This is an optimization exercise on Yosys and OpenROAD, whose aim is small area, a short achievable clock period and few clock cycles, not a production implementation.
Only simulation tests tie the RTL to the original design; equivalence was not proved.

==> flow/design.v (outline; a module is shown in full before it is edited, if it fits) <==
// module mul_unit: 973 lines
// module bignum_top: 505 lines
module bignum_top
(
    input  logic              i_clk,
    input  logic              i_rst_n,
    input  logic              i_req_valid,
    output logic              o_req_ready,
    input  logic [1:0]        i_req_op,
    input  logic [19:0]       i_req_a_addr,
    input  logic [19:0]       i_req_b_addr,
    input  logic [19:0]       i_req_dst_addr,
    input  logic [7:0]        i_req_a_len,
    input  logic [7:0]        i_req_b_len,
    output logic              o_rsp_valid,
    input  logic              i_rsp_ready,
    output logic [7:0]        o_rsp_len,
    output logic [19:0]       o_mem_addr,
    output logic              o_mem_we,
    output logic [15:0]       o_mem_wdata,
    input  logic [15:0]       i_mem_rdata
);
  // ...
==> flow/flow/run.sh <==
#!/bin/bash
# The standard layout flow (the standard.sh: the standard synthesis, then
# ORFS to the final layout with the same SDC and clock period), except that
# every input and output port gets a sky130_fd_sc_hd__buf_1 as its port
# buffer instead of the cell buffer_ports picks by default. Each tool's full
# output goes to its ORFS log under orfs/logs; make's output to standard.log.
set -euo pipefail
bash standard.sh "BUFFER_PORTS_ARGS=-buffer_cell sky130_fd_sc_hd__buf_1" finish > standard.log 2>&1
==> flow/standard.sh <==
#!/bin/bash
# synth_recipe.tcl (not shown) runs the flow's synth.tcl, then flattens the netlist and writes it again
# the make line also repeats each setting of config.mk as NAME=value (left out here)
make -C /OpenROAD-flow-scripts/flow DESIGN_CONFIG=/design/flow/config.mk WORK_HOME=/design/flow/orfs CLKGATE_MAP_FILE= SYNTH_SCRIPT=/design/flow/synth_recipe.tcl "${@:-finish}"
==> flow/config.mk <==
export PLATFORM = sky130hd
export DESIGN_NAME = bignum_top
export DESIGN_NICKNAME = bignum_top
export VERILOG_FILES = /design/flow/design.v
export SDC_FILE = /design/flow/constraint.sdc
export NUM_CORES = 4
export LEC_CHECK = 0
export ABC_AREA = 1
export ABC_CLOCK_PERIOD_IN_PS = 3000
export CAP_MARGIN = 20
export CORE_MARGIN = 5
export CORE_UTILIZATION = 40
export SETUP_SLACK_MARGIN = 5
export SLEW_MARGIN = 20
==> flow/constraint.sdc <==
create_clock -name core_clock -period 9.0 [get_ports {i_clk}]
set_input_delay 1.8000 -clock core_clock [delete_from_list [all_inputs] [get_ports {i_clk}]]
set_output_delay 1.8000 -clock core_clock [all_outputs]
set_load 0.01 [all_outputs]
==> metrics.md, run 1 <==
| Metric | Value |
|---|---|
| Worst setup margin | 4.76 ns |
| Fraction of area in registers | 0.337 |
| Worst-path clk slew | 0.06 ns |
| Initial DRC count | 1839 |
| #FFs+latches synth | 407 |
| Cts hold-fix bufs | 0 |
| DR DRC count | 0 |
| Max layer used | met5 |
| Final worst-path cycle share | 0.471 |
| Largest family of logic cells by synthesized area | simple AND/OR/NAND/NOR gates |
| Die H | 270 um |
| Compound-Gate Fraction of Synth Area | 0.115 |
| Final hold vios | 0 |
| Min-delay src | x2[5]$_DFF_P_ |
| Synth Area in Simple Gates | 0.173 |
| Outcome | finished clean |
| Setup Fix Bufs, Post-CTS | 12 |
| Wire length on met1 | 35800 um |
| CP required | 9.37 ns |
| Routability cong. | 0.937 |
| EDFF count, synth | 208 |
| Max Transition Viols Final | 0 |
| Cell depth of the worst min-delay path | 0 |
| Global-route wire length before repair | 124000 um |
| Top cell category | multi-input gates |
| Tot GR Track Use | 0.213 |
| Fillers | 6654 |
| Synth cell count leaders | 621 x nand2_1, 559 x inv_1, 261 x nor2_1 |
Testbench counts, summed over its fixed seeds: cycles 11,635.
==> module mul_unit, before the edit <==
module mul_unit (
    input  logic [15:0] i_x,
    input  logic [15:0] i_y,
    output logic [31:0] o_r0,
    output logic [31:0] o_r1
);
    logic neg0;
    logic one0;
    logic two0;
    logic pp0_0;
    logic pp0_1;
    logic pp0_2;
    logic pp0_3;
    logic pp0_4;
    logic pp0_5;
    logic pp0_6;
    logic pp0_7;
    logic pp0_8;
    logic pp0_9;
    logic pp0_10;
    logic pp0_11;
    logic pp0_12;
    logic pp0_13;
    logic pp0_14;
    logic pp0_15;
    logic pp0_16;
    logic nneg0;
    logic neg1;
    logic one1;
    logic two1;
    logic pp1_0;
    logic pp1_1;
    logic pp1_2;
    logic pp1_3;
    logic pp1_4;
    logic pp1_5;
    logic pp1_6;
    logic pp1_7;
    logic pp1_8;
    logic pp1_9;
    logic pp1_10;
    logic pp1_11;
    logic pp1_12;
    logic pp1_13;
    logic pp1_14;
    logic pp1_15;
    logic pp1_16;
    logic nneg1;
    logic neg2;
    logic one2;
    logic two2;
    logic pp2_0;
    logic pp2_1;
    logic pp2_2;
    logic pp2_3;
    logic pp2_4;
    logic pp2_5;
    logic pp2_6;
    logic pp2_7;
    logic pp2_8;
    logic pp2_9;
    logic pp2_10;
    logic pp2_11;
    logic pp2_12;
    logic pp2_13;
    logic pp2_14;
    logic pp2_15;
    logic pp2_16;
    logic nneg2;
    logic neg3;
    logic one3;
    logic two3;
    logic pp3_0;
    logic pp3_1;
    logic pp3_2;
    logic pp3_3;
    logic pp3_4;
    logic pp3_5;
    logic pp3_6;
    logic pp3_7;
    logic pp3_8;
    logic pp3_9;
    logic pp3_10;
    logic pp3_11;
    logic pp3_12;
    logic pp3_13;
    logic pp3_14;
    logic pp3_15;
    logic pp3_16;
    logic nneg3;
    logic neg4;
    logic one4;
    logic two4;
    logic pp4_0;
    logic pp4_1;
    logic pp4_2;
    logic pp4_3;
    logic pp4_4;
    logic pp4_5;
    logic pp4_6;
    logic pp4_7;
    logic pp4_8;
    logic pp4_9;
    logic pp4_10;
    logic pp4_11;
    logic pp4_12;
    logic pp4_13;
    logic pp4_14;
    logic pp4_15;
    logic pp4_16;
    logic nneg4;
    logic neg5;
    logic one5;
    logic two5;
    logic pp5_0;
    logic pp5_1;
    logic pp5_2;
    logic pp5_3;
    logic pp5_4;
    logic pp5_5;
    logic pp5_6;
    logic pp5_7;
    logic pp5_8;
    logic pp5_9;
    logic pp5_10;
    logic pp5_11;
    logic pp5_12;
    logic pp5_13;
    logic pp5_14;
    logic pp5_15;
    logic pp5_16;
    logic nneg5;
    logic neg6;
    logic one6;
    logic two6;
    logic pp6_0;
    logic pp6_1;
    logic pp6_2;
    logic pp6_3;
    logic pp6_4;
    logic pp6_5;
    logic pp6_6;
    logic pp6_7;
    logic pp6_8;
    logic pp6_9;
    logic pp6_10;
    logic pp6_11;
    logic pp6_12;
    logic pp6_13;
    logic pp6_14;
    logic pp6_15;
    logic pp6_16;
    logic nneg6;
    logic neg7;
    logic one7;
    logic two7;
    logic pp7_0;
    logic pp7_1;
    logic pp7_2;
    logic pp7_3;
    logic pp7_4;
    logic pp7_5;
    logic pp7_6;
    logic pp7_7;
    logic pp7_8;
    logic pp7_9;
    logic pp7_10;
    logic pp7_11;
    logic pp7_12;
    logic pp7_13;
    logic pp7_14;
    logic pp7_15;
    logic pp7_16;
    logic nneg7;
    logic neg8;
    logic one8;
    logic two8;
    logic pp8_0;
    logic pp8_1;
    logic pp8_2;
    logic pp8_3;
    logic pp8_4;
    logic pp8_5;
    logic pp8_6;
    logic pp8_7;
    logic pp8_8;
    logic pp8_9;
    logic pp8_10;
    logic pp8_11;
    logic pp8_12;
    logic pp8_13;
    logic pp8_14;
    logic pp8_15;
    logic s5;
    logic c6;
    logic s9;
    logic c10;
    logic s13;
    logic c14;
    logic s15;
    logic c16;
    logic s19;
    logic c20;
    logic s21;
    logic c22;
    logic s25;
    logic c26;
    logic s27;
    logic c28;
    logic s29;
    logic c30;
    logic s31;
    logic c32;
    logic s33;
    logic c34;
    logic s35;
    logic c36;
    logic s37;
    logic c38;
    logic s39;
    logic c40;
    logic s41;
    logic c42;
    logic s43;
    logic c44;
    logic s45;
    logic c46;
    logic s47;
    logic c48;
    logic s49;
    logic c50;
    logic s51;
    logic c52;
    logic s55;
    logic c56;
    logic s57;
    logic c58;
    logic s59;
    logic c60;
    logic s63;
    logic c64;
    logic s71;
    logic c72;
    logic s75;
    logic c76;
    logic s79;
    logic c80;
    logic s81;
    logic c82;
    logic s83;
    logic c84;
    logic s85;
    logic c86;
    logic s87;
    logic c88;
    logic s89;
    logic c90;
    logic s91;
    logic c92;
    logic s93;
    logic c94;
    logic s95;
    logic c96;
    logic s97;
    logic c98;
    logic s99;
    logic c100;
    logic s101;
    logic c102;
    logic s103;
    logic c104;
    logic s105;
    logic c106;
    logic s107;
    logic c108;
    logic s109;
    logic c110;
    logic s111;
    logic c112;
    logic s113;
    logic c114;
    logic s115;
    logic c116;
    logic s117;
    logic c118;
    logic s119;
    logic c120;
    logic s121;
    logic c122;
    logic s123;
    logic c124;
    logic s125;
    logic c126;
    logic s127;
    logic c128;
    logic s129;
    logic c130;
    logic s131;
    logic c132;
    logic s133;
    logic c134;
    logic s135;
    logic c136;
    logic s137;
    logic c138;
    logic s139;
    logic c140;
    logic s141;
    logic c142;
    logic s143;
    logic c144;
    logic s147;
    logic c148;
    logic s155;
    logic c156;
    logic s157;
    logic c158;
    logic s159;
    logic c160;
    logic s161;
    logic c162;
    logic s163;
    logic c164;
    logic s165;
    logic c166;
    logic s167;
    logic c168;
    logic s169;
    logic c170;
    logic s171;
    logic c172;
    logic s173;
    logic c174;
    logic s175;
    logic c176;
    logic s177;
    logic c178;
    logic s179;
    logic c180;
    logic s181;
    logic c182;
    logic s183;
    logic c184;
    logic s185;
    logic c186;
    logic s187;
    logic c188;
    logic s189;
    logic c190;
    logic s191;
    logic c192;
    logic s193;
    logic c194;
    logic s195;
    logic c196;
    logic s197;
    logic c198;
    logic s199;
    logic c200;
    logic s201;
    logic c202;
    logic s209;
    logic c210;
    logic s211;
    logic c212;
    logic s213;
    logic c214;
    logic s215;
    logic c216;
    logic s217;
    logic c218;
    logic s219;
    logic c220;
    logic s221;
    logic c222;
    logic s223;
    logic c224;
    logic s225;
    logic c226;
    logic s227;
    logic c228;
    logic s229;
    logic c230;
    logic s231;
    logic c232;
    logic s233;
    logic c234;
    logic s235;
    logic c236;
    logic s237;
    logic c238;
    logic s239;
    logic c240;
    logic s241;
    logic c242;
    logic s243;
    logic c244;
    logic s245;
    logic c246;
    logic s247;
    logic c248;
    logic s249;
    logic c250;
    logic s251;
    logic c252;
    logic s253;
    logic c254;
    logic s255;
    logic c256;
    logic s257;
    logic c258;
    logic s259;
    logic c260;
    logic s261;
    logic c262;
    logic s263;
    logic c264;
    logic s1;
    logic c2;
    logic s3;
    logic c4;
    logic s7;
    logic c8;
    logic s11;
    logic c12;
    logic s17;
    logic c18;
    logic s23;
    logic c24;
    logic s53;
    logic c54;
    logic s61;
    logic c62;
    logic s65;
    logic c66;
    logic s67;
    logic c68;
    logic s69;
    logic c70;
    logic s73;
    logic c74;
    logic s77;
    logic c78;
    logic s145;
    logic c146;
    logic s149;
    logic c150;
    logic s151;
    logic c152;
    logic s153;
    logic c154;
    logic s203;
    logic c204;
    logic s205;
    logic c206;
    logic s207;
    logic c208;
    assign neg0 = i_y[1];
    assign one0 = i_y[0] ^ 1'b0;
    assign two0 = (i_y[1] & ~i_y[0] & ~1'b0) | (~i_y[1] & i_y[0] & 1'b0);
    assign pp0_0 = ((one0 & i_x[0]) | (two0 & 1'b0)) ^ neg0;
    assign pp0_1 = ((one0 & i_x[1]) | (two0 & i_x[0])) ^ neg0;
    assign pp0_2 = ((one0 & i_x[2]) | (two0 & i_x[1])) ^ neg0;
    assign pp0_3 = ((one0 & i_x[3]) | (two0 & i_x[2])) ^ neg0;
    assign pp0_4 = ((one0 & i_x[4]) | (two0 & i_x[3])) ^ neg0;
    assign pp0_5 = ((one0 & i_x[5]) | (two0 & i_x[4])) ^ neg0;
    assign pp0_6 = ((one0 & i_x[6]) | (two0 & i_x[5])) ^ neg0;
    assign pp0_7 = ((one0 & i_x[7]) | (two0 & i_x[6])) ^ neg0;
    assign pp0_8 = ((one0 & i_x[8]) | (two0 & i_x[7])) ^ neg0;
    assign pp0_9 = ((one0 & i_x[9]) | (two0 & i_x[8])) ^ neg0;
    assign pp0_10 = ((one0 & i_x[10]) | (two0 & i_x[9])) ^ neg0;
    assign pp0_11 = ((one0 & i_x[11]) | (two0 & i_x[10])) ^ neg0;
    assign pp0_12 = ((one0 & i_x[12]) | (two0 & i_x[11])) ^ neg0;
    assign pp0_13 = ((one0 & i_x[13]) | (two0 & i_x[12])) ^ neg0;
    assign pp0_14 = ((one0 & i_x[14]) | (two0 & i_x[13])) ^ neg0;
    assign pp0_15 = ((one0 & i_x[15]) | (two0 & i_x[14])) ^ neg0;
    assign pp0_16 = ((one0 & 1'b0) | (two0 & i_x[15])) ^ neg0;
    assign nneg0 = ~neg0;
    assign neg1 = i_y[3];
    assign one1 = i_y[2] ^ i_y[1];
    assign two1 = (i_y[3] & ~i_y[2] & ~i_y[1]) | (~i_y[3] & i_y[2] & i_y[1]);
    assign pp1_0 = ((one1 & i_x[0]) | (two1 & 1'b0)) ^ neg1;
    assign pp1_1 = ((one1 & i_x[1]) | (two1 & i_x[0])) ^ neg1;
    assign pp1_2 = ((one1 & i_x[2]) | (two1 & i_x[1])) ^ neg1;
    assign pp1_3 = ((one1 & i_x[3]) | (two1 & i_x[2])) ^ neg1;
    assign pp1_4 = ((one1 & i_x[4]) | (two1 & i_x[3])) ^ neg1;
    assign pp1_5 = ((one1 & i_x[5]) | (two1 & i_x[4])) ^ neg1;
    assign pp1_6 = ((one1 & i_x[6]) | (two1 & i_x[5])) ^ neg1;
    assign pp1_7 = ((one1 & i_x[7]) | (two1 & i_x[6])) ^ neg1;
    assign pp1_8 = ((one1 & i_x[8]) | (two1 & i_x[7])) ^ neg1;
    assign pp1_9 = ((one1 & i_x[9]) | (two1 & i_x[8])) ^ neg1;
    assign pp1_10 = ((one1 & i_x[10]) | (two1 & i_x[9])) ^ neg1;
    assign pp1_11 = ((one1 & i_x[11]) | (two1 & i_x[10])) ^ neg1;
    assign pp1_12 = ((one1 & i_x[12]) | (two1 & i_x[11])) ^ neg1;
    assign pp1_13 = ((one1 & i_x[13]) | (two1 & i_x[12])) ^ neg1;
    assign pp1_14 = ((one1 & i_x[14]) | (two1 & i_x[13])) ^ neg1;
    assign pp1_15 = ((one1 & i_x[15]) | (two1 & i_x[14])) ^ neg1;
    assign pp1_16 = ((one1 & 1'b0) | (two1 & i_x[15])) ^ neg1;
    assign nneg1 = ~neg1;
    assign neg2 = i_y[5];
    assign one2 = i_y[4] ^ i_y[3];
    assign two2 = (i_y[5] & ~i_y[4] & ~i_y[3]) | (~i_y[5] & i_y[4] & i_y[3]);
    assign pp2_0 = ((one2 & i_x[0]) | (two2 & 1'b0)) ^ neg2;
    assign pp2_1 = ((one2 & i_x[1]) | (two2 & i_x[0])) ^ neg2;
    assign pp2_2 = ((one2 & i_x[2]) | (two2 & i_x[1])) ^ neg2;
    assign pp2_3 = ((one2 & i_x[3]) | (two2 & i_x[2])) ^ neg2;
    assign pp2_4 = ((one2 & i_x[4]) | (two2 & i_x[3])) ^ neg2;
    assign pp2_5 = ((one2 & i_x[5]) | (two2 & i_x[4])) ^ neg2;
    assign pp2_6 = ((one2 & i_x[6]) | (two2 & i_x[5])) ^ neg2;
    assign pp2_7 = ((one2 & i_x[7]) | (two2 & i_x[6])) ^ neg2;
    assign pp2_8 = ((one2 & i_x[8]) | (two2 & i_x[7])) ^ neg2;
    assign pp2_9 = ((one2 & i_x[9]) | (two2 & i_x[8])) ^ neg2;
    assign pp2_10 = ((one2 & i_x[10]) | (two2 & i_x[9])) ^ neg2;
    assign pp2_11 = ((one2 & i_x[11]) | (two2 & i_x[10])) ^ neg2;
    assign pp2_12 = ((one2 & i_x[12]) | (two2 & i_x[11])) ^ neg2;
    assign pp2_13 = ((one2 & i_x[13]) | (two2 & i_x[12])) ^ neg2;
    assign pp2_14 = ((one2 & i_x[14]) | (two2 & i_x[13])) ^ neg2;
    assign pp2_15 = ((one2 & i_x[15]) | (two2 & i_x[14])) ^ neg2;
    assign pp2_16 = ((one2 & 1'b0) | (two2 & i_x[15])) ^ neg2;
    assign nneg2 = ~neg2;
    assign neg3 = i_y[7];
    assign one3 = i_y[6] ^ i_y[5];
    assign two3 = (i_y[7] & ~i_y[6] & ~i_y[5]) | (~i_y[7] & i_y[6] & i_y[5]);
    assign pp3_0 = ((one3 & i_x[0]) | (two3 & 1'b0)) ^ neg3;
    assign pp3_1 = ((one3 & i_x[1]) | (two3 & i_x[0])) ^ neg3;
    assign pp3_2 = ((one3 & i_x[2]) | (two3 & i_x[1])) ^ neg3;
    assign pp3_3 = ((one3 & i_x[3]) | (two3 & i_x[2])) ^ neg3;
    assign pp3_4 = ((one3 & i_x[4]) | (two3 & i_x[3])) ^ neg3;
    assign pp3_5 = ((one3 & i_x[5]) | (two3 & i_x[4])) ^ neg3;
    assign pp3_6 = ((one3 & i_x[6]) | (two3 & i_x[5])) ^ neg3;
    assign pp3_7 = ((one3 & i_x[7]) | (two3 & i_x[6])) ^ neg3;
    assign pp3_8 = ((one3 & i_x[8]) | (two3 & i_x[7])) ^ neg3;
    assign pp3_9 = ((one3 & i_x[9]) | (two3 & i_x[8])) ^ neg3;
    assign pp3_10 = ((one3 & i_x[10]) | (two3 & i_x[9])) ^ neg3;
    assign pp3_11 = ((one3 & i_x[11]) | (two3 & i_x[10])) ^ neg3;
    assign pp3_12 = ((one3 & i_x[12]) | (two3 & i_x[11])) ^ neg3;
    assign pp3_13 = ((one3 & i_x[13]) | (two3 & i_x[12])) ^ neg3;
    assign pp3_14 = ((one3 & i_x[14]) | (two3 & i_x[13])) ^ neg3;
    assign pp3_15 = ((one3 & i_x[15]) | (two3 & i_x[14])) ^ neg3;
    assign pp3_16 = ((one3 & 1'b0) | (two3 & i_x[15])) ^ neg3;
    assign nneg3 = ~neg3;
    assign neg4 = i_y[9];
    assign one4 = i_y[8] ^ i_y[7];
    assign two4 = (i_y[9] & ~i_y[8] & ~i_y[7]) | (~i_y[9] & i_y[8] & i_y[7]);
    assign pp4_0 = ((one4 & i_x[0]) | (two4 & 1'b0)) ^ neg4;
    assign pp4_1 = ((one4 & i_x[1]) | (two4 & i_x[0])) ^ neg4;
    assign pp4_2 = ((one4 & i_x[2]) | (two4 & i_x[1])) ^ neg4;
    assign pp4_3 = ((one4 & i_x[3]) | (two4 & i_x[2])) ^ neg4;
    assign pp4_4 = ((one4 & i_x[4]) | (two4 & i_x[3])) ^ neg4;
    assign pp4_5 = ((one4 & i_x[5]) | (two4 & i_x[4])) ^ neg4;
    assign pp4_6 = ((one4 & i_x[6]) | (two4 & i_x[5])) ^ neg4;
    assign pp4_7 = ((one4 & i_x[7]) | (two4 & i_x[6])) ^ neg4;
    assign pp4_8 = ((one4 & i_x[8]) | (two4 & i_x[7])) ^ neg4;
    assign pp4_9 = ((one4 & i_x[9]) | (two4 & i_x[8])) ^ neg4;
    assign pp4_10 = ((one4 & i_x[10]) | (two4 & i_x[9])) ^ neg4;
    assign pp4_11 = ((one4 & i_x[11]) | (two4 & i_x[10])) ^ neg4;
    assign pp4_12 = ((one4 & i_x[12]) | (two4 & i_x[11])) ^ neg4;
    assign pp4_13 = ((one4 & i_x[13]) | (two4 & i_x[12])) ^ neg4;
    assign pp4_14 = ((one4 & i_x[14]) | (two4 & i_x[13])) ^ neg4;
    assign pp4_15 = ((one4 & i_x[15]) | (two4 & i_x[14])) ^ neg4;
    assign pp4_16 = ((one4 & 1'b0) | (two4 & i_x[15])) ^ neg4;
    assign nneg4 = ~neg4;
    assign neg5 = i_y[11];
    assign one5 = i_y[10] ^ i_y[9];
    assign two5 = (i_y[11] & ~i_y[10] & ~i_y[9]) | (~i_y[11] & i_y[10] & i_y[9]);
    assign pp5_0 = ((one5 & i_x[0]) | (two5 & 1'b0)) ^ neg5;
    assign pp5_1 = ((one5 & i_x[1]) | (two5 & i_x[0])) ^ neg5;
    assign pp5_2 = ((one5 & i_x[2]) | (two5 & i_x[1])) ^ neg5;
    assign pp5_3 = ((one5 & i_x[3]) | (two5 & i_x[2])) ^ neg5;
    assign pp5_4 = ((one5 & i_x[4]) | (two5 & i_x[3])) ^ neg5;
    assign pp5_5 = ((one5 & i_x[5]) | (two5 & i_x[4])) ^ neg5;
    assign pp5_6 = ((one5 & i_x[6]) | (two5 & i_x[5])) ^ neg5;
    assign pp5_7 = ((one5 & i_x[7]) | (two5 & i_x[6])) ^ neg5;
    assign pp5_8 = ((one5 & i_x[8]) | (two5 & i_x[7])) ^ neg5;
    assign pp5_9 = ((one5 & i_x[9]) | (two5 & i_x[8])) ^ neg5;
    assign pp5_10 = ((one5 & i_x[10]) | (two5 & i_x[9])) ^ neg5;
    assign pp5_11 = ((one5 & i_x[11]) | (two5 & i_x[10])) ^ neg5;
    assign pp5_12 = ((one5 & i_x[12]) | (two5 & i_x[11])) ^ neg5;
    assign pp5_13 = ((one5 & i_x[13]) | (two5 & i_x[12])) ^ neg5;
    assign pp5_14 = ((one5 & i_x[14]) | (two5 & i_x[13])) ^ neg5;
    assign pp5_15 = ((one5 & i_x[15]) | (two5 & i_x[14])) ^ neg5;
    assign pp5_16 = ((one5 & 1'b0) | (two5 & i_x[15])) ^ neg5;
    assign nneg5 = ~neg5;
    assign neg6 = i_y[13];
    assign one6 = i_y[12] ^ i_y[11];
    assign two6 = (i_y[13] & ~i_y[12] & ~i_y[11]) | (~i_y[13] & i_y[12] & i_y[11]);
    assign pp6_0 = ((one6 & i_x[0]) | (two6 & 1'b0)) ^ neg6;
    assign pp6_1 = ((one6 & i_x[1]) | (two6 & i_x[0])) ^ neg6;
    assign pp6_2 = ((one6 & i_x[2]) | (two6 & i_x[1])) ^ neg6;
    assign pp6_3 = ((one6 & i_x[3]) | (two6 & i_x[2])) ^ neg6;
    assign pp6_4 = ((one6 & i_x[4]) | (two6 & i_x[3])) ^ neg6;
    assign pp6_5 = ((one6 & i_x[5]) | (two6 & i_x[4])) ^ neg6;
    assign pp6_6 = ((one6 & i_x[6]) | (two6 & i_x[5])) ^ neg6;
    assign pp6_7 = ((one6 & i_x[7]) | (two6 & i_x[6])) ^ neg6;
    assign pp6_8 = ((one6 & i_x[8]) | (two6 & i_x[7])) ^ neg6;
    assign pp6_9 = ((one6 & i_x[9]) | (two6 & i_x[8])) ^ neg6;
    assign pp6_10 = ((one6 & i_x[10]) | (two6 & i_x[9])) ^ neg6;
    assign pp6_11 = ((one6 & i_x[11]) | (two6 & i_x[10])) ^ neg6;
    assign pp6_12 = ((one6 & i_x[12]) | (two6 & i_x[11])) ^ neg6;
    assign pp6_13 = ((one6 & i_x[13]) | (two6 & i_x[12])) ^ neg6;
    assign pp6_14 = ((one6 & i_x[14]) | (two6 & i_x[13])) ^ neg6;
    assign pp6_15 = ((one6 & i_x[15]) | (two6 & i_x[14])) ^ neg6;
    assign pp6_16 = ((one6 & 1'b0) | (two6 & i_x[15])) ^ neg6;
    assign nneg6 = ~neg6;
    assign neg7 = i_y[15];
    assign one7 = i_y[14] ^ i_y[13];
    assign two7 = (i_y[15] & ~i_y[14] & ~i_y[13]) | (~i_y[15] & i_y[14] & i_y[13]);
    assign pp7_0 = ((one7 & i_x[0]) | (two7 & 1'b0)) ^ neg7;
    assign pp7_1 = ((one7 & i_x[1]) | (two7 & i_x[0])) ^ neg7;
    assign pp7_2 = ((one7 & i_x[2]) | (two7 & i_x[1])) ^ neg7;
    assign pp7_3 = ((one7 & i_x[3]) | (two7 & i_x[2])) ^ neg7;
    assign pp7_4 = ((one7 & i_x[4]) | (two7 & i_x[3])) ^ neg7;
    assign pp7_5 = ((one7 & i_x[5]) | (two7 & i_x[4])) ^ neg7;
    assign pp7_6 = ((one7 & i_x[6]) | (two7 & i_x[5])) ^ neg7;
    assign pp7_7 = ((one7 & i_x[7]) | (two7 & i_x[6])) ^ neg7;
    assign pp7_8 = ((one7 & i_x[8]) | (two7 & i_x[7])) ^ neg7;
    assign pp7_9 = ((one7 & i_x[9]) | (two7 & i_x[8])) ^ neg7;
    assign pp7_10 = ((one7 & i_x[10]) | (two7 & i_x[9])) ^ neg7;
    assign pp7_11 = ((one7 & i_x[11]) | (two7 & i_x[10])) ^ neg7;
    assign pp7_12 = ((one7 & i_x[12]) | (two7 & i_x[11])) ^ neg7;
    assign pp7_13 = ((one7 & i_x[13]) | (two7 & i_x[12])) ^ neg7;
    assign pp7_14 = ((one7 & i_x[14]) | (two7 & i_x[13])) ^ neg7;
    assign pp7_15 = ((one7 & i_x[15]) | (two7 & i_x[14])) ^ neg7;
    assign pp7_16 = ((one7 & 1'b0) | (two7 & i_x[15])) ^ neg7;
    assign nneg7 = ~neg7;
    assign neg8 = 1'b0;
    assign one8 = 1'b0 ^ i_y[15];
    assign two8 = (1'b0 & ~1'b0 & ~i_y[15]) | (~1'b0 & 1'b0 & i_y[15]);
    assign pp8_0 = i_y[15] & i_x[0];
    assign pp8_1 = i_y[15] & i_x[1];
    assign pp8_2 = i_y[15] & i_x[2];
    assign pp8_3 = i_y[15] & i_x[3];
    assign pp8_4 = i_y[15] & i_x[4];
    assign pp8_5 = i_y[15] & i_x[5];
    assign pp8_6 = i_y[15] & i_x[6];
    assign pp8_7 = i_y[15] & i_x[7];
    assign pp8_8 = i_y[15] & i_x[8];
    assign pp8_9 = i_y[15] & i_x[9];
    assign pp8_10 = i_y[15] & i_x[10];
    assign pp8_11 = i_y[15] & i_x[11];
    assign pp8_12 = i_y[15] & i_x[12];
    assign pp8_13 = i_y[15] & i_x[13];
    assign pp8_14 = i_y[15] & i_x[14];
    assign pp8_15 = i_y[15] & i_x[15];
    assign s5 = pp0_12 ^ pp1_10 ^ pp2_8;
    assign c6 = (pp0_12 & pp1_10) | (pp2_8 & (pp0_12 ^ pp1_10));
    assign s9 = pp0_13 ^ pp1_11 ^ pp2_9;
    assign c10 = (pp0_13 & pp1_11) | (pp2_9 & (pp0_13 ^ pp1_11));
    assign s13 = pp0_14 ^ pp1_12 ^ pp2_10;
    assign c14 = (pp0_14 & pp1_12) | (pp2_10 & (pp0_14 ^ pp1_12));
    assign s15 = pp3_8 ^ pp4_6 ^ pp5_4;
    assign c16 = (pp3_8 & pp4_6) | (pp5_4 & (pp3_8 ^ pp4_6));
    assign s19 = pp0_15 ^ pp1_13 ^ pp2_11;
    assign c20 = (pp0_15 & pp1_13) | (pp2_11 & (pp0_15 ^ pp1_13));
    assign s21 = pp3_9 ^ pp4_7 ^ pp5_5;
    assign c22 = (pp3_9 & pp4_7) | (pp5_5 & (pp3_9 ^ pp4_7));
    assign s25 = pp0_16 ^ pp1_14 ^ pp2_12;
    assign c26 = (pp0_16 & pp1_14) | (pp2_12 & (pp0_16 ^ pp1_14));
    assign s27 = pp3_10 ^ pp4_8 ^ pp5_6;
    assign c28 = (pp3_10 & pp4_8) | (pp5_6 & (pp3_10 ^ pp4_8));
    assign s29 = pp6_4 ^ pp7_2 ^ pp8_0;
    assign c30 = (pp6_4 & pp7_2) | (pp8_0 & (pp6_4 ^ pp7_2));
    assign s31 = neg0 ^ pp1_15 ^ pp2_13;
    assign c32 = (neg0 & pp1_15) | (pp2_13 & (neg0 ^ pp1_15));
    assign s33 = pp3_11 ^ pp4_9 ^ pp5_7;
    assign c34 = (pp3_11 & pp4_9) | (pp5_7 & (pp3_11 ^ pp4_9));
    assign s35 = pp6_5 ^ pp7_3 ^ pp8_1;
    assign c36 = (pp6_5 & pp7_3) | (pp8_1 & (pp6_5 ^ pp7_3));
    assign s37 = neg0 ^ pp1_16 ^ pp2_14;
    assign c38 = (neg0 & pp1_16) | (pp2_14 & (neg0 ^ pp1_16));
    assign s39 = pp3_12 ^ pp4_10 ^ pp5_8;
    assign c40 = (pp3_12 & pp4_10) | (pp5_8 & (pp3_12 ^ pp4_10));
    assign s41 = pp6_6 ^ pp7_4 ^ pp8_2;
    assign c42 = (pp6_6 & pp7_4) | (pp8_2 & (pp6_6 ^ pp7_4));
    assign s43 = nneg0 ^ nneg1 ^ pp2_15;
    assign c44 = (nneg0 & nneg1) | (pp2_15 & (nneg0 ^ nneg1));
    assign s45 = pp3_13 ^ pp4_11 ^ pp5_9;
    assign c46 = (pp3_13 & pp4_11) | (pp5_9 & (pp3_13 ^ pp4_11));
    assign s47 = pp6_7 ^ pp7_5 ^ pp8_3;
    assign c48 = (pp6_7 & pp7_5) | (pp8_3 & (pp6_7 ^ pp7_5));
    assign s49 = 1'b1 ^ pp2_16 ^ pp3_14;
    assign c50 = (1'b1 & pp2_16) | (pp3_14 & (1'b1 ^ pp2_16));
    assign s51 = pp4_12 ^ pp5_10 ^ pp6_8;
    assign c52 = (pp4_12 & pp5_10) | (pp6_8 & (pp4_12 ^ pp5_10));
    assign s55 = nneg2 ^ pp3_15 ^ pp4_13;
    assign c56 = (nneg2 & pp3_15) | (pp4_13 & (nneg2 ^ pp3_15));
    assign s57 = pp5_11 ^ pp6_9 ^ pp7_7;
    assign c58 = (pp5_11 & pp6_9) | (pp7_7 & (pp5_11 ^ pp6_9));
    assign s59 = 1'b1 ^ pp3_16 ^ pp4_14;
    assign c60 = (1'b1 & pp3_16) | (pp4_14 & (1'b1 ^ pp3_16));
    assign s63 = nneg3 ^ pp4_15 ^ pp5_13;
    assign c64 = (nneg3 & pp4_15) | (pp5_13 & (nneg3 ^ pp4_15));
    assign s71 = pp0_8 ^ pp1_6 ^ pp2_4;
    assign c72 = (pp0_8 & pp1_6) | (pp2_4 & (pp0_8 ^ pp1_6));
    assign s75 = pp0_9 ^ pp1_7 ^ pp2_5;
    assign c76 = (pp0_9 & pp1_7) | (pp2_5 & (pp0_9 ^ pp1_7));
    assign s79 = s1 ^ pp2_6 ^ pp3_4;
    assign c80 = (s1 & pp2_6) | (pp3_4 & (s1 ^ pp2_6));
    assign s81 = pp4_2 ^ pp5_0 ^ neg5;
    assign c82 = (pp4_2 & pp5_0) | (neg5 & (pp4_2 ^ pp5_0));
    assign s83 = c2 ^ s3 ^ pp2_7;
    assign c84 = (c2 & s3) | (pp2_7 & (c2 ^ s3));
    assign s85 = pp3_5 ^ pp4_3 ^ pp5_1;
    assign c86 = (pp3_5 & pp4_3) | (pp5_1 & (pp3_5 ^ pp4_3));
    assign s87 = c4 ^ s5 ^ s7;
    assign c88 = (c4 & s5) | (s7 & (c4 ^ s5));
    assign s89 = pp5_2 ^ pp6_0 ^ neg6;
    assign c90 = (pp5_2 & pp6_0) | (neg6 & (pp5_2 ^ pp6_0));
    assign s91 = c6 ^ c8 ^ s9;
    assign c92 = (c6 & c8) | (s9 & (c6 ^ c8));
    assign s93 = s11 ^ pp5_3 ^ pp6_1;
    assign c94 = (s11 & pp5_3) | (pp6_1 & (s11 ^ pp5_3));
    assign s95 = c10 ^ c12 ^ s13;
    assign c96 = (c10 & c12) | (s13 & (c10 ^ c12));
    assign s97 = s15 ^ s17 ^ neg7;
    assign c98 = (s15 & s17) | (neg7 & (s15 ^ s17));
    assign s99 = c14 ^ c16 ^ c18;
    assign c100 = (c14 & c16) | (c18 & (c14 ^ c16));
    assign s101 = s19 ^ s21 ^ s23;
    assign c102 = (s19 & s21) | (s23 & (s19 ^ s21));
    assign s103 = c20 ^ c22 ^ c24;
    assign c104 = (c20 & c22) | (c24 & (c20 ^ c22));
    assign s105 = s25 ^ s27 ^ s29;
    assign c106 = (s25 & s27) | (s29 & (s25 ^ s27));
    assign s107 = c26 ^ c28 ^ c30;
    assign c108 = (c26 & c28) | (c30 & (c26 ^ c28));
    assign s109 = s31 ^ s33 ^ s35;
    assign c110 = (s31 & s33) | (s35 & (s31 ^ s33));
    assign s111 = c32 ^ c34 ^ c36;
    assign c112 = (c32 & c34) | (c36 & (c32 ^ c34));
    assign s113 = s37 ^ s39 ^ s41;
    assign c114 = (s37 & s39) | (s41 & (s37 ^ s39));
    assign s115 = c38 ^ c40 ^ c42;
    assign c116 = (c38 & c40) | (c42 & (c38 ^ c40));
    assign s117 = s43 ^ s45 ^ s47;
    assign c118 = (s43 & s45) | (s47 & (s43 ^ s45));
    assign s119 = c44 ^ c46 ^ c48;
    assign c120 = (c44 & c46) | (c48 & (c44 ^ c46));
    assign s121 = s49 ^ s51 ^ s53;
    assign c122 = (s49 & s51) | (s53 & (s49 ^ s51));
    assign s123 = c50 ^ c52 ^ c54;
    assign c124 = (c50 & c52) | (c54 & (c50 ^ c52));
    assign s125 = s55 ^ s57 ^ pp8_5;
    assign c126 = (s55 & s57) | (pp8_5 & (s55 ^ s57));
    assign s127 = c56 ^ c58 ^ s59;
    assign c128 = (c56 & c58) | (s59 & (c56 ^ c58));
    assign s129 = s61 ^ pp7_8 ^ pp8_6;
    assign c130 = (s61 & pp7_8) | (pp8_6 & (s61 ^ pp7_8));
    assign s131 = c60 ^ c62 ^ s63;
    assign c132 = (c60 & c62) | (s63 & (c60 ^ c62));
    assign s133 = pp6_11 ^ pp7_9 ^ pp8_7;
    assign c134 = (pp6_11 & pp7_9) | (pp8_7 & (pp6_11 ^ pp7_9));
    assign s135 = c64 ^ s65 ^ pp5_14;
    assign c136 = (c64 & s65) | (pp5_14 & (c64 ^ s65));
    assign s137 = pp6_12 ^ pp7_10 ^ pp8_8;
    assign c138 = (pp6_12 & pp7_10) | (pp8_8 & (pp6_12 ^ pp7_10));
    assign s139 = c66 ^ nneg4 ^ pp5_15;
    assign c140 = (c66 & nneg4) | (pp5_15 & (c66 ^ nneg4));
    assign s141 = pp6_13 ^ pp7_11 ^ pp8_9;
    assign c142 = (pp6_13 & pp7_11) | (pp8_9 & (pp6_13 ^ pp7_11));
    assign s143 = 1'b1 ^ pp5_16 ^ pp6_14;
    assign c144 = (1'b1 & pp5_16) | (pp6_14 & (1'b1 ^ pp5_16));
    assign s147 = nneg5 ^ pp6_15 ^ pp7_13;
    assign c148 = (nneg5 & pp6_15) | (pp7_13 & (nneg5 ^ pp6_15));
    assign s155 = s67 ^ pp2_2 ^ pp3_0;
    assign c156 = (s67 & pp2_2) | (pp3_0 & (s67 ^ pp2_2));
    assign s157 = c68 ^ s69 ^ pp2_3;
    assign c158 = (c68 & s69) | (pp2_3 & (c68 ^ s69));
    assign s159 = c70 ^ s71 ^ s73;
    assign c160 = (c70 & s71) | (s73 & (c70 ^ s71));
    assign s161 = c72 ^ c74 ^ s75;
    assign c162 = (c72 & c74) | (s75 & (c72 ^ c74));
    assign s163 = c76 ^ c78 ^ s79;
    assign c164 = (c76 & c78) | (s79 & (c76 ^ c78));
    assign s165 = c80 ^ c82 ^ s83;
    assign c166 = (c80 & c82) | (s83 & (c80 ^ c82));
    assign s167 = c84 ^ c86 ^ s87;
    assign c168 = (c84 & c86) | (s87 & (c84 ^ c86));
    assign s169 = c88 ^ c90 ^ s91;
    assign c170 = (c88 & c90) | (s91 & (c88 ^ c90));
    assign s171 = c92 ^ c94 ^ s95;
    assign c172 = (c92 & c94) | (s95 & (c92 ^ c94));
    assign s173 = c96 ^ c98 ^ s99;
    assign c174 = (c96 & c98) | (s99 & (c96 ^ c98));
    assign s175 = c100 ^ c102 ^ s103;
    assign c176 = (c100 & c102) | (s103 & (c100 ^ c102));
    assign s177 = c104 ^ c106 ^ s107;
    assign c178 = (c104 & c106) | (s107 & (c104 ^ c106));
    assign s179 = c108 ^ c110 ^ s111;
    assign c180 = (c108 & c110) | (s111 & (c108 ^ c110));
    assign s181 = c112 ^ c114 ^ s115;
    assign c182 = (c112 & c114) | (s115 & (c112 ^ c114));
    assign s183 = c116 ^ c118 ^ s119;
    assign c184 = (c116 & c118) | (s119 & (c116 ^ c118));
    assign s185 = c120 ^ c122 ^ s123;
    assign c186 = (c120 & c122) | (s123 & (c120 ^ c122));
    assign s187 = c124 ^ c126 ^ s127;
    assign c188 = (c124 & c126) | (s127 & (c124 ^ c126));
    assign s189 = c128 ^ c130 ^ s131;
    assign c190 = (c128 & c130) | (s131 & (c128 ^ c130));
    assign s191 = c132 ^ c134 ^ s135;
    assign c192 = (c132 & c134) | (s135 & (c132 ^ c134));
    assign s193 = c136 ^ c138 ^ s139;
    assign c194 = (c136 & c138) | (s139 & (c136 ^ c138));
    assign s195 = c140 ^ c142 ^ s143;
    assign c196 = (c140 & c142) | (s143 & (c140 ^ c142));
    assign s197 = c144 ^ c146 ^ s147;
    assign c198 = (c144 & c146) | (s147 & (c144 ^ c146));
    assign s199 = c148 ^ s149 ^ pp7_14;
    assign c200 = (c148 & s149) | (pp7_14 & (c148 ^ s149));
    assign s201 = c150 ^ nneg6 ^ pp7_15;
    assign c202 = (c150 & nneg6) | (pp7_15 & (c150 ^ nneg6));
    assign s209 = s151 ^ pp2_0 ^ neg2;
    assign c210 = (s151 & pp2_0) | (neg2 & (s151 ^ pp2_0));
    assign s211 = c152 ^ s153 ^ pp2_1;
    assign c212 = (c152 & s153) | (pp2_1 & (c152 ^ s153));
    assign s213 = c154 ^ s155 ^ neg3;
    assign c214 = (c154 & s155) | (neg3 & (c154 ^ s155));
    assign s215 = c156 ^ s157 ^ pp3_1;
    assign c216 = (c156 & s157) | (pp3_1 & (c156 ^ s157));
    assign s217 = c158 ^ s159 ^ neg4;
    assign c218 = (c158 & s159) | (neg4 & (c158 ^ s159));
    assign s219 = c160 ^ s161 ^ s77;
    assign c220 = (c160 & s161) | (s77 & (c160 ^ s161));
    assign s221 = c162 ^ s163 ^ s81;
    assign c222 = (c162 & s163) | (s81 & (c162 ^ s163));
    assign s223 = c164 ^ s165 ^ s85;
    assign c224 = (c164 & s165) | (s85 & (c164 ^ s165));
    assign s225 = c166 ^ s167 ^ s89;
    assign c226 = (c166 & s167) | (s89 & (c166 ^ s167));
    assign s227 = c168 ^ s169 ^ s93;
    assign c228 = (c168 & s169) | (s93 & (c168 ^ s169));
    assign s229 = c170 ^ s171 ^ s97;
    assign c230 = (c170 & s171) | (s97 & (c170 ^ s171));
    assign s231 = c172 ^ s173 ^ s101;
    assign c232 = (c172 & s173) | (s101 & (c172 ^ s173));
    assign s233 = c174 ^ s175 ^ s105;
    assign c234 = (c174 & s175) | (s105 & (c174 ^ s175));
    assign s235 = c176 ^ s177 ^ s109;
    assign c236 = (c176 & s177) | (s109 & (c176 ^ s177));
    assign s237 = c178 ^ s179 ^ s113;
    assign c238 = (c178 & s179) | (s113 & (c178 ^ s179));
    assign s239 = c180 ^ s181 ^ s117;
    assign c240 = (c180 & s181) | (s117 & (c180 ^ s181));
    assign s241 = c182 ^ s183 ^ s121;
    assign c242 = (c182 & s183) | (s121 & (c182 ^ s183));
    assign s243 = c184 ^ s185 ^ s125;
    assign c244 = (c184 & s185) | (s125 & (c184 ^ s185));
    assign s245 = c186 ^ s187 ^ s129;
    assign c246 = (c186 & s187) | (s129 & (c186 ^ s187));
    assign s247 = c188 ^ s189 ^ s133;
    assign c248 = (c188 & s189) | (s133 & (c188 ^ s189));
    assign s249 = c190 ^ s191 ^ s137;
    assign c250 = (c190 & s191) | (s137 & (c190 ^ s191));
    assign s251 = c192 ^ s193 ^ s141;
    assign c252 = (c192 & s193) | (s141 & (c192 ^ s193));
    assign s253 = c194 ^ s195 ^ s145;
    assign c254 = (c194 & s195) | (s145 & (c194 ^ s195));
    assign s255 = c196 ^ s197 ^ pp8_11;
    assign c256 = (c196 & s197) | (pp8_11 & (c196 ^ s197));
    assign s257 = c198 ^ s199 ^ pp8_12;
    assign c258 = (c198 & s199) | (pp8_12 & (c198 ^ s199));
    assign s259 = c200 ^ s201 ^ pp8_13;
    assign c260 = (c200 & s201) | (pp8_13 & (c200 ^ s201));
    assign s261 = c202 ^ s203 ^ pp8_14;
    assign c262 = (c202 & s203) | (pp8_14 & (c202 ^ s203));
    assign s263 = c204 ^ nneg7 ^ pp8_15;
    assign c264 = (c204 & nneg7) | (pp8_15 & (c204 ^ nneg7));
    assign s1 = pp0_10 ^ pp1_8;
    assign c2 = pp0_10 & pp1_8;
    assign s3 = pp0_11 ^ pp1_9;
    assign c4 = pp0_11 & pp1_9;
    assign s7 = pp3_6 ^ pp4_4;
    assign c8 = pp3_6 & pp4_4;
    assign s11 = pp3_7 ^ pp4_5;
    assign c12 = pp3_7 & pp4_5;
    assign s17 = pp6_2 ^ pp7_0;
    assign c18 = pp6_2 & pp7_0;
    assign s23 = pp6_3 ^ pp7_1;
    assign c24 = pp6_3 & pp7_1;
    assign s53 = pp7_6 ^ pp8_4;
    assign c54 = pp7_6 & pp8_4;
    assign s61 = pp5_12 ^ pp6_10;
    assign c62 = pp5_12 & pp6_10;
    assign s65 = 1'b1 ^ pp4_16;
    assign c66 = 1'b1 & pp4_16;
    assign s67 = pp0_6 ^ pp1_4;
    assign c68 = pp0_6 & pp1_4;
    assign s69 = pp0_7 ^ pp1_5;
    assign c70 = pp0_7 & pp1_5;
    assign s73 = pp3_2 ^ pp4_0;
    assign c74 = pp3_2 & pp4_0;
    assign s77 = pp3_3 ^ pp4_1;
    assign c78 = pp3_3 & pp4_1;
    assign s145 = pp7_12 ^ pp8_10;
    assign c146 = pp7_12 & pp8_10;
    assign s149 = 1'b1 ^ pp6_16;
    assign c150 = 1'b1 & pp6_16;
    assign s151 = pp0_4 ^ pp1_2;
    assign c152 = pp0_4 & pp1_2;
    assign s153 = pp0_5 ^ pp1_3;
    assign c154 = pp0_5 & pp1_3;
    assign s203 = 1'b1 ^ pp7_16;
    assign c204 = 1'b1 & pp7_16;
    assign s205 = pp0_2 ^ pp1_0;
    assign c206 = pp0_2 & pp1_0;
    assign s207 = pp0_3 ^ pp1_1;
    assign c208 = pp0_3 & pp1_1;
    assign o_r0[0] = pp0_0;
    assign o_r1[0] = neg0;
    assign o_r0[1] = pp0_1;
    assign o_r1[1] = 1'b0;
    assign o_r0[2] = s205;
    assign o_r1[2] = neg1;
    assign o_r0[3] = c206;
    assign o_r1[3] = s207;
    assign o_r0[4] = c208;
    assign o_r1[4] = s209;
    assign o_r0[5] = c210;
    assign o_r1[5] = s211;
    assign o_r0[6] = c212;
    assign o_r1[6] = s213;
    assign o_r0[7] = c214;
    assign o_r1[7] = s215;
    assign o_r0[8] = c216;
    assign o_r1[8] = s217;
    assign o_r0[9] = c218;
    assign o_r1[9] = s219;
    assign o_r0[10] = c220;
    assign o_r1[10] = s221;
    assign o_r0[11] = c222;
    assign o_r1[11] = s223;
    assign o_r0[12] = c224;
    assign o_r1[12] = s225;
    assign o_r0[13] = c226;
    assign o_r1[13] = s227;
    assign o_r0[14] = c228;
    assign o_r1[14] = s229;
    assign o_r0[15] = c230;
    assign o_r1[15] = s231;
    assign o_r0[16] = c232;
    assign o_r1[16] = s233;
    assign o_r0[17] = c234;
    assign o_r1[17] = s235;
    assign o_r0[18] = c236;
    assign o_r1[18] = s237;
    assign o_r0[19] = c238;
    assign o_r1[19] = s239;
    assign o_r0[20] = c240;
    assign o_r1[20] = s241;
    assign o_r0[21] = c242;
    assign o_r1[21] = s243;
    assign o_r0[22] = c244;
    assign o_r1[22] = s245;
    assign o_r0[23] = c246;
    assign o_r1[23] = s247;
    assign o_r0[24] = c248;
    assign o_r1[24] = s249;
    assign o_r0[25] = c250;
    assign o_r1[25] = s251;
    assign o_r0[26] = c252;
    assign o_r1[26] = s253;
    assign o_r0[27] = c254;
    assign o_r1[27] = s255;
    assign o_r0[28] = c256;
    assign o_r1[28] = s257;
    assign o_r0[29] = c258;
    assign o_r1[29] = s259;
    assign o_r0[30] = c260;
    assign o_r1[30] = s261;
    assign o_r0[31] = c262;
    assign o_r1[31] = s263;
endmodule
==> inputs of run 2 (changes only) <==
--- a/flow/design.v
+++ b/flow/design.v
@@ -1,6 +1,8 @@
 module mul_unit (
     input  logic [15:0] i_x,
     input  logic [15:0] i_y,
+    input  logic [7:0]  i_one,   
+    input  logic [7:0]  i_two,   
     output logic [31:0] o_r0,
     output logic [31:0] o_r1
 );
@@ -173,8 +175,6 @@
     logic pp7_16;
     logic nneg7;
     logic neg8;
-    logic one8;
-    logic two8;
     logic pp8_0;
     logic pp8_1;
     logic pp8_2;
@@ -456,8 +456,8 @@
     logic s207;
     logic c208;
     assign neg0 = i_y[1];
-    assign one0 = i_y[0] ^ 1'b0;
-    assign two0 = (i_y[1] & ~i_y[0] & ~1'b0) | (~i_y[1] & i_y[0] & 1'b0);
+    assign one0 = i_one[0];
+    assign two0 = i_two[0];
     assign pp0_0 = ((one0 & i_x[0]) | (two0 & 1'b0)) ^ neg0;
     assign pp0_1 = ((one0 & i_x[1]) | (two0 & i_x[0])) ^ neg0;
     assign pp0_2 = ((one0 & i_x[2]) | (two0 & i_x[1])) ^ neg0;
@@ -477,8 +477,8 @@
     assign pp0_16 = ((one0 & 1'b0) | (two0 & i_x[15])) ^ neg0;
     assign nneg0 = ~neg0;
     assign neg1 = i_y[3];
-    assign one1 = i_y[2] ^ i_y[1];
-    assign two1 = (i_y[3] & ~i_y[2] & ~i_y[1]) | (~i_y[3] & i_y[2] & i_y[1]);
+    assign one1 = i_one[1];
+    assign two1 = i_two[1];
     assign pp1_0 = ((one1 & i_x[0]) | (two1 & 1'b0)) ^ neg1;
     assign pp1_1 = ((one1 & i_x[1]) | (two1 & i_x[0])) ^ neg1;
     assign pp1_2 = ((one1 & i_x[2]) | (two1 & i_x[1])) ^ neg1;
@@ -498,8 +498,8 @@
     assign pp1_16 = ((one1 & 1'b0) | (two1 & i_x[15])) ^ neg1;
     assign nneg1 = ~neg1;
     assign neg2 = i_y[5];
-    assign one2 = i_y[4] ^ i_y[3];
-    assign two2 = (i_y[5] & ~i_y[4] & ~i_y[3]) | (~i_y[5] & i_y[4] & i_y[3]);
+    assign one2 = i_one[2];
+    assign two2 = i_two[2];
     assign pp2_0 = ((one2 & i_x[0]) | (two2 & 1'b0)) ^ neg2;
     assign pp2_1 = ((one2 & i_x[1]) | (two2 & i_x[0])) ^ neg2;
     assign pp2_2 = ((one2 & i_x[2]) | (two2 & i_x[1])) ^ neg2;
@@ -519,8 +519,8 @@
     assign pp2_16 = ((one2 & 1'b0) | (two2 & i_x[15])) ^ neg2;
     assign nneg2 = ~neg2;
     assign neg3 = i_y[7];
-    assign one3 = i_y[6] ^ i_y[5];
-    assign two3 = (i_y[7] & ~i_y[6] & ~i_y[5]) | (~i_y[7] & i_y[6] & i_y[5]);
+    assign one3 = i_one[3];
+    assign two3 = i_two[3];
     assign pp3_0 = ((one3 & i_x[0]) | (two3 & 1'b0)) ^ neg3;
     assign pp3_1 = ((one3 & i_x[1]) | (two3 & i_x[0])) ^ neg3;
     assign pp3_2 = ((one3 & i_x[2]) | (two3 & i_x[1])) ^ neg3;
@@ -540,8 +540,8 @@
     assign pp3_16 = ((one3 & 1'b0) | (two3 & i_x[15])) ^ neg3;
     assign nneg3 = ~neg3;
     assign neg4 = i_y[9];
-    assign one4 = i_y[8] ^ i_y[7];
-    assign two4 = (i_y[9] & ~i_y[8] & ~i_y[7]) | (~i_y[9] & i_y[8] & i_y[7]);
+    assign one4 = i_one[4];
+    assign two4 = i_two[4];
     assign pp4_0 = ((one4 & i_x[0]) | (two4 & 1'b0)) ^ neg4;
     assign pp4_1 = ((one4 & i_x[1]) | (two4 & i_x[0])) ^ neg4;
     assign pp4_2 = ((one4 & i_x[2]) | (two4 & i_x[1])) ^ neg4;
@@ -561,8 +561,8 @@
     assign pp4_16 = ((one4 & 1'b0) | (two4 & i_x[15])) ^ neg4;
     assign nneg4 = ~neg4;
     assign neg5 = i_y[11];
-    assign one5 = i_y[10] ^ i_y[9];
-    assign two5 = (i_y[11] & ~i_y[10] & ~i_y[9]) | (~i_y[11] & i_y[10] & i_y[9]);
+    assign one5 = i_one[5];
+    assign two5 = i_two[5];
     assign pp5_0 = ((one5 & i_x[0]) | (two5 & 1'b0)) ^ neg5;
     assign pp5_1 = ((one5 & i_x[1]) | (two5 & i_x[0])) ^ neg5;
     assign pp5_2 = ((one5 & i_x[2]) | (two5 & i_x[1])) ^ neg5;
@@ -582,8 +582,8 @@
     assign pp5_16 = ((one5 & 1'b0) | (two5 & i_x[15])) ^ neg5;
     assign nneg5 = ~neg5;
     assign neg6 = i_y[13];
-    assign one6 = i_y[12] ^ i_y[11];
-    assign two6 = (i_y[13] & ~i_y[12] & ~i_y[11]) | (~i_y[13] & i_y[12] & i_y[11]);
+    assign one6 = i_one[6];
+    assign two6 = i_two[6];
     assign pp6_0 = ((one6 & i_x[0]) | (two6 & 1'b0)) ^ neg6;
     assign pp6_1 = ((one6 & i_x[1]) | (two6 & i_x[0])) ^ neg6;
     assign pp6_2 = ((one6 & i_x[2]) | (two6 & i_x[1])) ^ neg6;
@@ -603,8 +603,8 @@
     assign pp6_16 = ((one6 & 1'b0) | (two6 & i_x[15])) ^ neg6;
     assign nneg6 = ~neg6;
     assign neg7 = i_y[15];
-    assign one7 = i_y[14] ^ i_y[13];
-    assign two7 = (i_y[15] & ~i_y[14] & ~i_y[13]) | (~i_y[15] & i_y[14] & i_y[13]);
+    assign one7 = i_one[7];
+    assign two7 = i_two[7];
     assign pp7_0 = ((one7 & i_x[0]) | (two7 & 1'b0)) ^ neg7;
     assign pp7_1 = ((one7 & i_x[1]) | (two7 & i_x[0])) ^ neg7;
     assign pp7_2 = ((one7 & i_x[2]) | (two7 & i_x[1])) ^ neg7;
@@ -624,8 +624,6 @@
     assign pp7_16 = ((one7 & 1'b0) | (two7 & i_x[15])) ^ neg7;
     assign nneg7 = ~neg7;
     assign neg8 = 1'b0;
-    assign one8 = 1'b0 ^ i_y[15];
-    assign two8 = (1'b0 & ~1'b0 & ~i_y[15]) | (~1'b0 & 1'b0 & i_y[15]);
     assign pp8_0 = i_y[15] & i_x[0];
     assign pp8_1 = i_y[15] & i_x[1];
     assign pp8_2 = i_y[15] & i_x[2];
@@ -993,6 +991,7 @@
 );
     typedef enum logic [3:0] {
         S_IDLE,
+        S_NOP,   
         S_RESP,
         S_RA,    
         S_RB,    
@@ -1021,7 +1020,7 @@
     logic [15:0] wdata_q;
     logic [19:0] base_a, base_b, base_d;
     logic [7:0]  o_x, o_y, o_w;         
-    logic        swap_q;
+    logic        swap_q, mfirst;
     logic        is_sub, is_add;
     logic [7:0]  cnt_a, cnt_b, ylen;
     logic        a_z, a_o, b_z, b_o;      
@@ -1035,6 +1034,7 @@
     logic [15:0] x0, x1, x2;
     logic [15:0] r0, r1, r2;
     logic [15:0] breg;
+    logic [7:0]  b_one, b_two;           
     logic [31:0] q0, q1;
     logic [15:0] rsel;                   
     logic        v3, l3;
@@ -1064,13 +1064,12 @@
     assign swap   = (i_req_b_len < i_req_a_len);
     assign b_x    = swap_q ? B_B : B_A;
     assign b_y    = swap_q ? B_A : B_B;
-    assign x_len  = swap ? i_req_b_len : i_req_a_len;
-    assign y_len  = swap ? i_req_a_len : i_req_b_len;
-    logic        a_eq1, b_eq1;
-    logic [1:0]  a_k, b_k;
+    assign x_len  = (mfirst && swap_q) ? ylen : cnt_a;
+    assign y_len  = (mfirst && swap_q) ? cnt_a : ylen;
+    logic [1:0]  x_k1;
     function automatic logic [1:0] mod3(input logic [7:0] v);
         logic [3:0] t;
-        t = {2'd0, v[0]} + {2'd0, v[2]} + {2'd0, v[4]} + {2'd0, v[6]}
+        t = {3'd0, v[0]} + {3'd0, v[2]} + {3'd0, v[4]} + {3'd0, v[6]}
           + {2'd0, v[1], 1'b0} + {2'd0, v[3], 1'b0} + {2'd0, v[5], 1'b0} + {2'd0, v[7], 1'b0};
         case (t)
             4'd0, 4'd3, 4'd6, 4'd9, 4'd12: mod3 = 2'd0;
@@ -1078,10 +1077,7 @@
             default:                        mod3 = 2'd2;
         endcase
     endfunction
-    assign a_k   = (mod3(i_req_a_len) == 2'd0) ? 2'd3 : mod3(i_req_a_len);
-    assign b_k   = (mod3(i_req_b_len) == 2'd0) ? 2'd3 : mod3(i_req_b_len);
-    assign a_eq1 = (i_req_a_len == 8'd1);
-    assign b_eq1 = (i_req_b_len == 8'd1);
+    assign x_k1 = (mod3(x_len) == 2'd0) ? 2'd3 : mod3(x_len);
     always_comb begin
         n_state = state;
         n_we    = 1'b0;
@@ -1225,7 +1221,7 @@
         endcase
         if (sel_z) n_off = 8'd0;
         if (ready_q)
-            n_addr = (i_req_op[1] && !swap) ? i_req_b_addr : i_req_a_addr;
+            n_addr = i_req_a_addr;
         else
             n_addr = n_base + {12'd0, n_off} + {19'd0, sel_c};
     end
@@ -1239,8 +1235,8 @@
             we_q    <= 1'b0;
         end else begin
             if (accept) begin
-                state   <= i_req_op[1] ? S_LX : S_RB;
-                cur     <= i_req_op[1] ? S_LB : S_RA;
+                state   <= i_req_op[1] ? S_LB : S_RB;
+                cur     <= i_req_op[1] ? S_NOP : S_RA;
                 we_f    <= 1'b0;
                 ready_q <= 1'b0;
                 rsp_q   <= 1'b0;
@@ -1264,9 +1260,9 @@
     end
     always_ff @(posedge i_clk) begin
         if (ready_q) begin
-            sel_b <= (i_req_op[1] && !swap) ? B_A : B_B;
-            sel_o <= i_req_op[1] ? O_X : O_Y;
-            sel_z <= 1'b0;
+            sel_b <= (i_req_op[1] && swap) ? B_A : B_B;
+            sel_o <= O_Y;
+            sel_z <= i_req_op[1];
             sel_c <= 1'b0;
         end else begin
             sel_b <= n_bsel;
@@ -1284,8 +1280,8 @@
     end
     always_ff @(posedge i_clk) begin
         addr_q <= n_addr;
-        xr     <= ready_q ? i_req_op[1] : ((n_state == S_LX) && (n_osel == O_X));
-        xc     <= ready_q ? i_req_op[1] : ((n_state == S_LX) && (n_osel == O_X) && !n_ozero);
+        xr     <= !ready_q && (n_state == S_LX) && (n_osel == O_X);
+        xc     <= !ready_q && (n_state == S_LX) && (n_osel == O_X) && !n_ozero;
         if (ready_q) begin
             base_a <= i_req_a_addr;
             base_b <= i_req_b_addr;
@@ -1298,18 +1294,10 @@
             is_add <= (i_req_op == 2'd0);
             elem0  <= 1'b1;
             chunk0 <= 1'b1;
+            mfirst <= 1'b1;
             if (i_req_op[1]) begin
-                k      <= swap ? b_k : a_k;
-                kx     <= (swap ? b_k : a_k) - 2'd1;
-                p2     <= ((swap ? b_k : a_k) == 2'd1);
-                lx     <= 2'd3;
-                cnt_a  <= x_len;
-                a_z    <= 1'b0;
-                a_o    <= swap ? b_eq1 : a_eq1;
-                ylen   <= y_len;
-                cnt_b  <= y_len;
-                last_q <= swap ? a_eq1 : b_eq1;
-                j0     <= 1'b1;
+                cnt_a  <= i_req_a_len;
+                ylen   <= i_req_b_len;
             end else begin
                 cnt_a  <= i_req_a_len - 8'd1;
                 a_z    <= (i_req_a_len == 8'd1);
@@ -1343,13 +1331,18 @@
                 S_BUB: tw <= is_add;
                 S_TW:  tw <= 1'b0;
                 S_LB: begin
-                    k      <= 2'd3;
-                    kx     <= 2'd2;
-                    p2     <= 1'b0;
+                    k      <= mfirst ? x_k1 : 2'd3;
+                    kx     <= mfirst ? (x_k1 - 2'd1) : 2'd2;
+                    p2     <= mfirst && (x_k1 == 2'd1);
                     lx     <= 2'd3;
-                    cnt_b  <= ylen;
-                    last_q <= (ylen == 8'd1);
+                    cnt_a  <= x_len;
+                    a_z    <= 1'b0;
+                    a_o    <= (x_len == 8'd1);
+                    ylen   <= y_len;
+                    cnt_b  <= y_len;
+                    last_q <= (y_len == 8'd1);
                     j0     <= 1'b1;
+                    mfirst <= 1'b0;
                     o_w    <= o_x;
                 end
                 S_LX: begin
@@ -1386,8 +1379,10 @@
     logic [31:0] acc;
     logic [15:0] lo, hi;
     mul_unit i_mul (
-        .i_x  (x0),
-        .i_y  (breg),
+        .i_x   (x0),
+        .i_y   (breg),
+        .i_one (b_one),
+        .i_two (b_two),
         .o_r0 (mr0),
         .o_r1 (mr1)
     );
@@ -1444,8 +1439,14 @@
         x2 <= (cur == S_LX) ? (cur_xr ? i_mem_rdata : 16'd0) : x0;
         case (cur)
             S_RA: breg <= 16'd0;
-            S_RB: breg <= i_mem_rdata;
-            S_LB, S_IT2: breg <= i_mem_rdata;
+            S_RB, S_LB, S_IT2: begin
+                breg <= i_mem_rdata;
+                for (int i = 0; i < 8; i++) begin
+                    b_one[i] <= i_mem_rdata[2*i] ^ ((i == 0) ? 1'b0 : i_mem_rdata[2*i-1]);
+                    b_two[i] <= (i_mem_rdata[2*i+1] & ~i_mem_rdata[2*i] & ((i == 0) ? 1'b1 : ~i_mem_rdata[2*i-1]))
+                              | (~i_mem_rdata[2*i+1] & i_mem_rdata[2*i] & ((i == 0) ? 1'b0 : i_mem_rdata[2*i-1]));
+                end
+            end
             default: ;
         endcase
         was_ra <= (cur == S_RA);
--- a/flow/flow/run.sh
+++ b/flow/flow/run.sh
@@ -5,4 +5,4 @@
 # buffer instead of the cell buffer_ports picks by default. Each tool's full
 # output goes to its ORFS log under orfs/logs; make's output to standard.log.
 set -euo pipefail
-bash standard.sh "BUFFER_PORTS_ARGS=-buffer_cell sky130_fd_sc_hd__buf_1" finish > standard.log 2>&1
+bash standard.sh "BUFFER_PORTS_ARGS=-buffer_cell sky130_fd_sc_hd__buf_1" SETUP_SLACK_MARGIN=5.4 finish > standard.log 2>&1
==> run 2 against run 1 <==
Maximum frequency up 16%. Register-to-register slack better by 0.23 ns. Synthesized area up 0.32%. Sequential share of layout area up 1.5 points. Via count down 1.9%. Critical path type is now flop to flop.
==> metrics.md, run 2 <==
| Metric | Value |
|---|---|
| Min-delay src | x1[15]$_DFF_P_ (was x2[5]$_DFF_P_) |
| Minimum clock period | 3.64 ns (was 4.24 ns) |
| Initial DRC count | 1980 (was 1839) |
| Total die area | 73200 sq um (was 73000 sq um) |
| Syn_area_per_cell | 8.50 sq um (was 8.34 sq um) |
| Tot GR Track Use | 0.211 (was 0.213) |
| Critical-path maximum fanout | 7 (was 5) |
| CP Data Arrival Time | 4.01 ns (was 4.61 ns) |
| Final hold vios | 0 (unchanged) |
| Max Transition Viols Final | 0 (unchanged) |
| Share of cells above drive strength 1 | 0.0713 (was 0.0623) |
| Die H | 271 um (was 270 um) |
| Synth area leaders | edfxtp_1 25%, dfxtp_1 14%, fa_1 10% (was edfxtp_1 23%, dfxtp_1 14%, fa_1 11%) |
| Synth cell count leaders | 636 x nand2_1, 545 x inv_1, 271 x nor2_1 (was 621 x nand2_1, 559 x inv_1, 261 x nor2_1) |
| Final worst-path cycle share | 0.405 (was 0.471) |
| Number of clock buffers inserted by TritonCTS | 48 (was 49) |
| TNS Setup | 0 ns (unchanged) |
| Initial antenna violation count | 9 (unchanged) |
| Top FF cell, synth | edfxtp_1 (unchanged) |
| Die X-Extent | 271 um (was 270 um) |
| #FFs+latches synth | 424 (was 407) |
| Worst-path clk slew | 0.06 ns (about the same) |
| CTS tree | yes (unchanged) |
| Max reg flops | 32 (unchanged) |
| DR DRC count | 0 (unchanged) |
| Cell depth of the worst min-delay path | 0 (unchanged) |
| Routability cong. | 0.942 (was 0.937) |
| R2r setup slk | 5.36 ns (was 5.13 ns) |
| Outcome | finished clean (unchanged) |
| Setup CP Type | flop to flop (was input port to flop) |
| Ys async rst share | 0.0283 (was 0.0295) |
| Synth Warn # | 1 (unchanged) |
| Worst skew pair latency | 0.60 ns (was 0.63 ns) |
| ANT nets after route | 0 (unchanged) |
| Vias per std cell | 5.10 (was 5.13) |
| Biggest register | q0 (unchanged) |
| EDFF count, synth | 224 (was 208) |
| CP required | 9.37 ns (about the same) |
| Cts hold-fix bufs | 0 (unchanged) |
| Global-route wire length before repair | 122000 um (was 124000 um) |
| Seq/Total Area, Yosys | 0.397 (was 0.380) |
| Htree depth | 2 (unchanged) |
| Top-count cell post-synth | nand2_1 (unchanged) |
| Post-Syn Area | 27200 sq um (was 27100 sq um) |
## run 2: cell count changes after synthesis, moves of 12 or more
| cell | delta |
|---|---|
| o211ai_1 | -12 |
| o221ai_1 | +15 |
| inv_2 | +14 |
| buf_2 | -13 |
| nand2_1 | +15 |
| edfxtp_1 | +16 |
| inv_1 | -14 |
| nor3_1 | +14 |
| o21ai_0 | -54 |
| a21oi_1 | -39 |
## run 2: what timing repair did
item	4_1_cts	5_1_grt
setup endpoints to repair	27	60
gates resized for setup	15	46
setup buffers	12	10
gates cloned	2	0
pin swaps	11	7
## run 2: worst paths after layout
kind,endpoint
min in group asynchronous,we_q$_DFF_PN0_
max reg2reg,p2$_DFFE_PP_
max in group asynchronous,we_f$_DFF_PN0_
min reg2reg,x0[15]$_DFF_P_
max,p2$_DFFE_PP_
min,x0[15]$_DFF_P_
## run 2: layer usage
metal,track usage,wire length [um],vias to the layer above
li1,-,-,10600
met1,0.291,35200,10200
met2,0.333,35900,763
met3,0.0481,6320,141
met4,0.0612,2460,8
met5,0,48,-
## run 2: layout make-up
type | instances | area (sq um)
sequential | 424 | 10800
inverter | 587 | 2270
clock inverter | 22 | 218
timing repair buffer | 178 | 820
clock buffer | 67 | 1470
fill | 6610 | 36600
antenna | 7 | 17.5
multi-input combinational | 2090 | 14000
tap | 873 | 1090
## run 2: critical path, stage by stage (launching register included)
cell and delay (ns):
edfxtp_1 0.52, nand2_8 0.14, nand2_2 0.04, o21ai_1 0.07
inv_1 0.09, fa_1 0.52, fa_1 0.41, inv_1 0.07
ha_2 0.16, inv_2 0.03, fa_2 0.59, nand2_1 0.08
o211ai_1 0.10, o21ai_2 0.09, buf_4 0.14, buf_6 0.11
ha_4 0.14, nand2_2 0.06, inv_2 0.03
## run 2: logic make-up (layout without fill, tap and decap cells)
group | Yosys count | after routing | share of synthesized area
other cells | 0 | 7 | 0
fa+ha+maj | 275 | 275 | 0.166
buf+inv | 685 | 854 | 0.0961
compound gates | 467 | 467 | 0.100
xor+xnor | 192 | 192 | 0.0619
flops | 424 | 424 | 0.397
simple gates | 1154 | 1156 | 0.179
## run 2: through the flow
| stage | worst slack [ns] | utilization | hold WS, ns | instances |
|---|---|---|---|---|
| global placement | 5.02 | 0.424 | 0.310 | 4128 |
| CTS | 5.31 | 0.452 | 0.326 | 4231 |
| detailed placement | 4.95 | 0.424 | 0.312 | 4128 |
| floorplan | 5.38 | - | 0.310 | 3197 |
| finish | 5.36 | 0.456 | 0.321 | 4248 |
| global route | 5.22 | 0.456 | 0.331 | 4242 |
Testbench counts of run 2, summed over its fixed seeds: cycles 11,716.

## re-timing with driven ports
The results above use ideal ports. As a check the final layouts listed here were re-extracted and re-timed, cells and wires unchanged.
Step 1 sets driving cells, clkbuf_16 on the clock port and buf_2 on the other inputs (assumed; they add their load-dependent delay and slew).
Step 2 times the ports against the registers' clock, not the clock port: input delays grow and output delays shrink by t, the midpoint of the rising clock arrivals with the driver on.
Three values: no drivers, after step 1, after step 2; two values: the first two.
run | shift t [ns] | setup WS [ns] | clock arrival spread, ns | slew at the worst register clock pin (ns)
run 1 | 0.670 | 4.760 / 4.787 / 4.117 | 0.041 / 0.041 | 0.06 / 0.06
run 2 | 0.643 | 5.357 / 5.357 / 5.357 | 0.044 / 0.045 | 0.07 / 0.07
After both steps setup and hold are still met in every run listed. The setup slack of run 1, which loses most, moves by +0.027 ns with the drivers and by -0.643 ns with both steps.
